Source: an optimization exercise on an open RTL-to-GDS flow (aim: a short achievable clock period). Production flows keep margins and buffers that such runs may drop.
The RTL was checked by simulation tests, not by an equivalence proof against the original design.
The clock input has no modelled driver; a real chip could not lean on it and would need a root buffer or a full tree.
Power and IR drop assume default switching activity.

==> module mc_fifo, before the edit <==
module mc_fifo #(
    parameter int NUM_CHANNELS      = 4,
    parameter int BUFFER_SIZE       = 16,
    parameter int DATA_WIDTH        = 32,
    parameter int ALMOST_FULL_LEVEL = 14,
    localparam int LEVEL_WIDTH      = $clog2(BUFFER_SIZE + 1)
) (
    input  logic                                clock,
    input  logic                                rst_n,
    input  logic [NUM_CHANNELS*DATA_WIDTH-1:0]  data_in,
    input  logic [NUM_CHANNELS-1:0]             data_in_valid,
    output logic [NUM_CHANNELS-1:0]             data_in_full,
    output logic [NUM_CHANNELS-1:0]             data_in_almost_full,
    output logic [NUM_CHANNELS*DATA_WIDTH-1:0]  data_out,
    output logic [NUM_CHANNELS-1:0]             data_out_valid,
    input  logic [NUM_CHANNELS-1:0]             data_out_ack,
    input  logic [NUM_CHANNELS-1:0]             flush,
    output logic [NUM_CHANNELS*LEVEL_WIDTH-1:0] level,
    output logic [NUM_CHANNELS-1:0]             overflow
);
    localparam logic [LEVEL_WIDTH-1:0] LVL_FULL = LEVEL_WIDTH'(BUFFER_SIZE);
    localparam logic [LEVEL_WIDTH-1:0] LVL_AF   = LEVEL_WIDTH'(ALMOST_FULL_LEVEL);
    localparam logic [LEVEL_WIDTH-1:0] LVL_ONE  = LEVEL_WIDTH'(1);
    for (genvar c = 0; c < NUM_CHANNELS; c++) begin : g_ch
        logic [BUFFER_SIZE*DATA_WIDTH-1:0] mem;
        logic [DATA_WIDTH-1:0]  din;
        logic [LEVEL_WIDTH-1:0] lvl_q;
        logic [LEVEL_WIDTH-1:0] lvl_d;
        logic [LEVEL_WIDTH-1:0] lvl_p1;
        logic [LEVEL_WIDTH-1:0] lvl_m1;
        logic                   full_d;
        logic                   afull_d;
        logic                   valid_d;
        logic                   inc;
        logic                   dec;
        logic [BUFFER_SIZE:0]   oh_q;      
        logic [BUFFER_SIZE:0]   oh_d;
        logic                   full_q;
        logic                   afull_q;
        logic                   valid_q;
        logic                   ovf_q;
        logic                   push;
        logic                   pop;
        assign din = data_in[c*DATA_WIDTH +: DATA_WIDTH];
        assign push = data_in_valid[c] & ~oh_q[BUFFER_SIZE] & ~flush[c];
        assign pop  = data_out_ack[c] & ~oh_q[0] & ~flush[c];
        assign inc  = push & ~pop;
        assign dec  = pop & ~push;
        always_comb begin
            oh_d = oh_q;
            if (flush[c])
                oh_d = {{BUFFER_SIZE{1'b0}}, 1'b1};
            else if (inc)
                oh_d = {oh_q[BUFFER_SIZE-1:0], 1'b0};
            else if (dec)
                oh_d = {1'b0, oh_q[BUFFER_SIZE:1]};
        end
        assign lvl_p1 = lvl_q + LVL_ONE;
        assign lvl_m1 = lvl_q - LVL_ONE;
        always_comb begin
            if (flush[c]) begin
                lvl_d   = '0;
                full_d  = 1'b0;
                afull_d = 1'b0;
                valid_d = 1'b0;
            end else if (inc) begin
                lvl_d   = lvl_p1;
                full_d  = (lvl_p1 == LVL_FULL);
                afull_d = (lvl_p1 >= LVL_AF);
                valid_d = 1'b1;
            end else if (dec) begin
                lvl_d   = lvl_m1;
                full_d  = 1'b0;
                afull_d = (lvl_m1 >= LVL_AF);
                valid_d = (lvl_m1 != '0);
            end else begin
                lvl_d   = lvl_q;
                full_d  = full_q;
                afull_d = afull_q;
                valid_d = valid_q;
            end
        end
        always_ff @(posedge clock or negedge rst_n) begin
            if (!rst_n) begin
                lvl_q   <= '0;
                oh_q    <= {{BUFFER_SIZE{1'b0}}, 1'b1};
                full_q  <= 1'b0;
                afull_q <= 1'b0;
                valid_q <= 1'b0;
                ovf_q   <= 1'b0;
            end else begin
                lvl_q   <= lvl_d;
                oh_q    <= oh_d;
                full_q  <= full_d;
                afull_q <= afull_d;
                valid_q <= valid_d;
                if (flush[c])
                    ovf_q <= 1'b0;
                else if (data_in_valid[c] && oh_q[BUFFER_SIZE])
                    ovf_q <= 1'b1;
            end
        end
        logic                   ack_r;
        logic [BUFFER_SIZE-1:1] wr_r;
        logic [DATA_WIDTH-1:0]  din_r;
        logic [DATA_WIDTH-1:0]  ent1;
        always_ff @(posedge clock) begin
            ack_r <= data_out_ack[c];
            for (int i = 1; i < BUFFER_SIZE; i++)
                wr_r[i] <= data_in_valid[c] & (data_out_ack[c] ? oh_q[i+1] : oh_q[i]);
            din_r <= din;
        end
        assign ent1 = wr_r[1] ? din_r
                              : (ack_r ? mem[2*DATA_WIDTH +: DATA_WIDTH] : mem[DATA_WIDTH +: DATA_WIDTH]);
        always_ff @(posedge clock or negedge rst_n) begin
            if (!rst_n)
                mem[0 +: DATA_WIDTH] <= '0;
            else if (flush[c])
                mem[0 +: DATA_WIDTH] <= '0;
            else if (data_out_ack[c])
                mem[0 +: DATA_WIDTH] <= (oh_q[0] | oh_q[1]) ? (data_in_valid[c] ? din : '0) : ent1;
            else if (data_in_valid[c] && oh_q[0])
                mem[0 +: DATA_WIDTH] <= din;
        end
        for (genvar i = 1; i < BUFFER_SIZE; i++) begin : g_ent
            if (i < BUFFER_SIZE - 1) begin : g_mid
                always_ff @(posedge clock) begin
                    if (wr_r[i])
                        mem[i*DATA_WIDTH +: DATA_WIDTH] <= din_r;
                    else if (ack_r)
                        mem[i*DATA_WIDTH +: DATA_WIDTH] <= mem[(i+1)*DATA_WIDTH +: DATA_WIDTH];
                end
            end else begin : g_last
                always_ff @(posedge clock) begin
                    if (wr_r[i])
                        mem[i*DATA_WIDTH +: DATA_WIDTH] <= din_r;
                end
            end
        end
        assign data_out[c*DATA_WIDTH +: DATA_WIDTH]  = mem[0 +: DATA_WIDTH];
        assign level[c*LEVEL_WIDTH +: LEVEL_WIDTH]   = lvl_q;
        assign data_in_full[c]                       = full_q;
        assign data_in_almost_full[c]                = afull_q;
        assign data_out_valid[c]                     = valid_q;
        assign overflow[c]                           = ovf_q;
    end
endmodule
export LEC_CHECK = 0
export ABC_CLOCK_PERIOD_IN_PS = 1500
export CAP_MARGIN = 20
export CORE_MARGIN = 2
export CORE_UTILIZATION = 55
export SETUP_SLACK_MARGIN = 2.8
export SLEW_MARGIN = 20
create_clock -name core_clock -period 4.3 [get_ports {clock}]
standard.sh (not shown) runs the stock make flow with config.mk's settings and CLKGATE_MAP_FILE= SYNTH_SCRIPT=/design/flow/synth_recipe.tcl, a recipe that flattens the netlist after the stock synthesis.
==> flow/flow/run.sh <==
#!/bin/bash
# Standard ORFS layout, except that after CTS the top of the clock tree is
# rebuilt (flow/post_cts.tcl). make's output goes to make.log; each ORFS step
# writes its own log under orfs/logs/.
set -euo pipefail
W=$(pwd)
bash standard.sh \
  "CTS_ARGS=-sink_clustering_enable -repair_clock_nets -sink_clustering_size 20 -sink_clustering_max_diameter 100" \
  SKIP_CTS_REPAIR_TIMING=1 \
  "POST_CTS_TCL=$W/flow/post_cts.tcl" \
  finish > make.log 2>&1
Other scripts of this flow, unchanged in this note and not shown: flow/flow/post_cts.tcl, flow/flow/rework.tcl
The starting point finished clean.
Rerun with:
--- a/flow/design.v
+++ b/flow/design.v
@@ -101,16 +101,4 @@
             end
         end
-        logic                   ack_r;
-        logic [BUFFER_SIZE-1:1] wr_r;
-        logic [DATA_WIDTH-1:0]  din_r;
-        logic [DATA_WIDTH-1:0]  ent1;
-        always_ff @(posedge clock) begin
-            ack_r <= data_out_ack[c];
-            for (int i = 1; i < BUFFER_SIZE; i++)
-                wr_r[i] <= data_in_valid[c] & (data_out_ack[c] ? oh_q[i+1] : oh_q[i]);
-            din_r <= din;
-        end
-        assign ent1 = wr_r[1] ? din_r
-                              : (ack_r ? mem[2*DATA_WIDTH +: DATA_WIDTH] : mem[DATA_WIDTH +: DATA_WIDTH]);
         always_ff @(posedge clock or negedge rst_n) begin
             if (!rst_n)
@@ -119,5 +107,6 @@
                 mem[0 +: DATA_WIDTH] <= '0;
             else if (data_out_ack[c])
-                mem[0 +: DATA_WIDTH] <= (oh_q[0] | oh_q[1]) ? (data_in_valid[c] ? din : '0) : ent1;
+                mem[0 +: DATA_WIDTH] <= (oh_q[0] | oh_q[1]) ? (data_in_valid[c] ? din : '0)
+                                                            : mem[DATA_WIDTH +: DATA_WIDTH];
             else if (data_in_valid[c] && oh_q[0])
                 mem[0 +: DATA_WIDTH] <= din;
@@ -126,13 +115,14 @@
             if (i < BUFFER_SIZE - 1) begin : g_mid
                 always_ff @(posedge clock) begin
-                    if (wr_r[i])
-                        mem[i*DATA_WIDTH +: DATA_WIDTH] <= din_r;
-                    else if (ack_r)
-                        mem[i*DATA_WIDTH +: DATA_WIDTH] <= mem[(i+1)*DATA_WIDTH +: DATA_WIDTH];
+                    if (data_out_ack[c])
+                        mem[i*DATA_WIDTH +: DATA_WIDTH] <= (data_in_valid[c] && oh_q[i+1])
+                            ? din : mem[(i+1)*DATA_WIDTH +: DATA_WIDTH];
+                    else if (data_in_valid[c] && oh_q[i])
+                        mem[i*DATA_WIDTH +: DATA_WIDTH] <= din;
                 end
             end else begin : g_last
                 always_ff @(posedge clock) begin
-                    if (wr_r[i])
-                        mem[i*DATA_WIDTH +: DATA_WIDTH] <= din_r;
+                    if (data_in_valid[c] && (data_out_ack[c] ? oh_q[i+1] : oh_q[i]))
+                        mem[i*DATA_WIDTH +: DATA_WIDTH] <= din;
                 end
             end
Register-to-register slack gets worse by 0.08 ns.
Routed wire length came out higher by about 50%.
Final cell count goes up by about 24%.
Critical path depth goes down by 2.
Clock power fell by about 5%.
Utilization rose by 17 points.
Total power increases by about 32%.
Cell area rose by 21%.
Sequential power went up by 10%.
Synthesized area falls by 4.3%.
Synthesized cell count goes up by 30%.

-- re-timing with driven ports --
The flow's constraints put no driver on any port. The routed layouts listed below were extracted and timed again, unchanged, in two steps. Step 1 assumes that a clkbuf_16 drives the clock port and a buf_2 every other input. Step 2 times the ports against the registers' clock, not the clock port: input delays grow and output delays shrink by t, the midpoint of the rising clock arrivals with the driver on. Slacks: no drivers / after step 1 / after step 2; pairs: no drivers / after step 1.
| run | shift t [ns] | setup WS [ns] | worst setup path after step 2 |
|---|---|---|---|
| the first run | 0.688 | 2.312 / 2.052 / 1.880 | input to register |
| the second run | 0.713 | 2.321 / 2.080 / 1.631 | input to register |
After both steps every run listed still meets setup and hold. The setup slack of the second run, which loses most, moves by -0.241 ns with the drivers and by -0.690 ns with both steps.
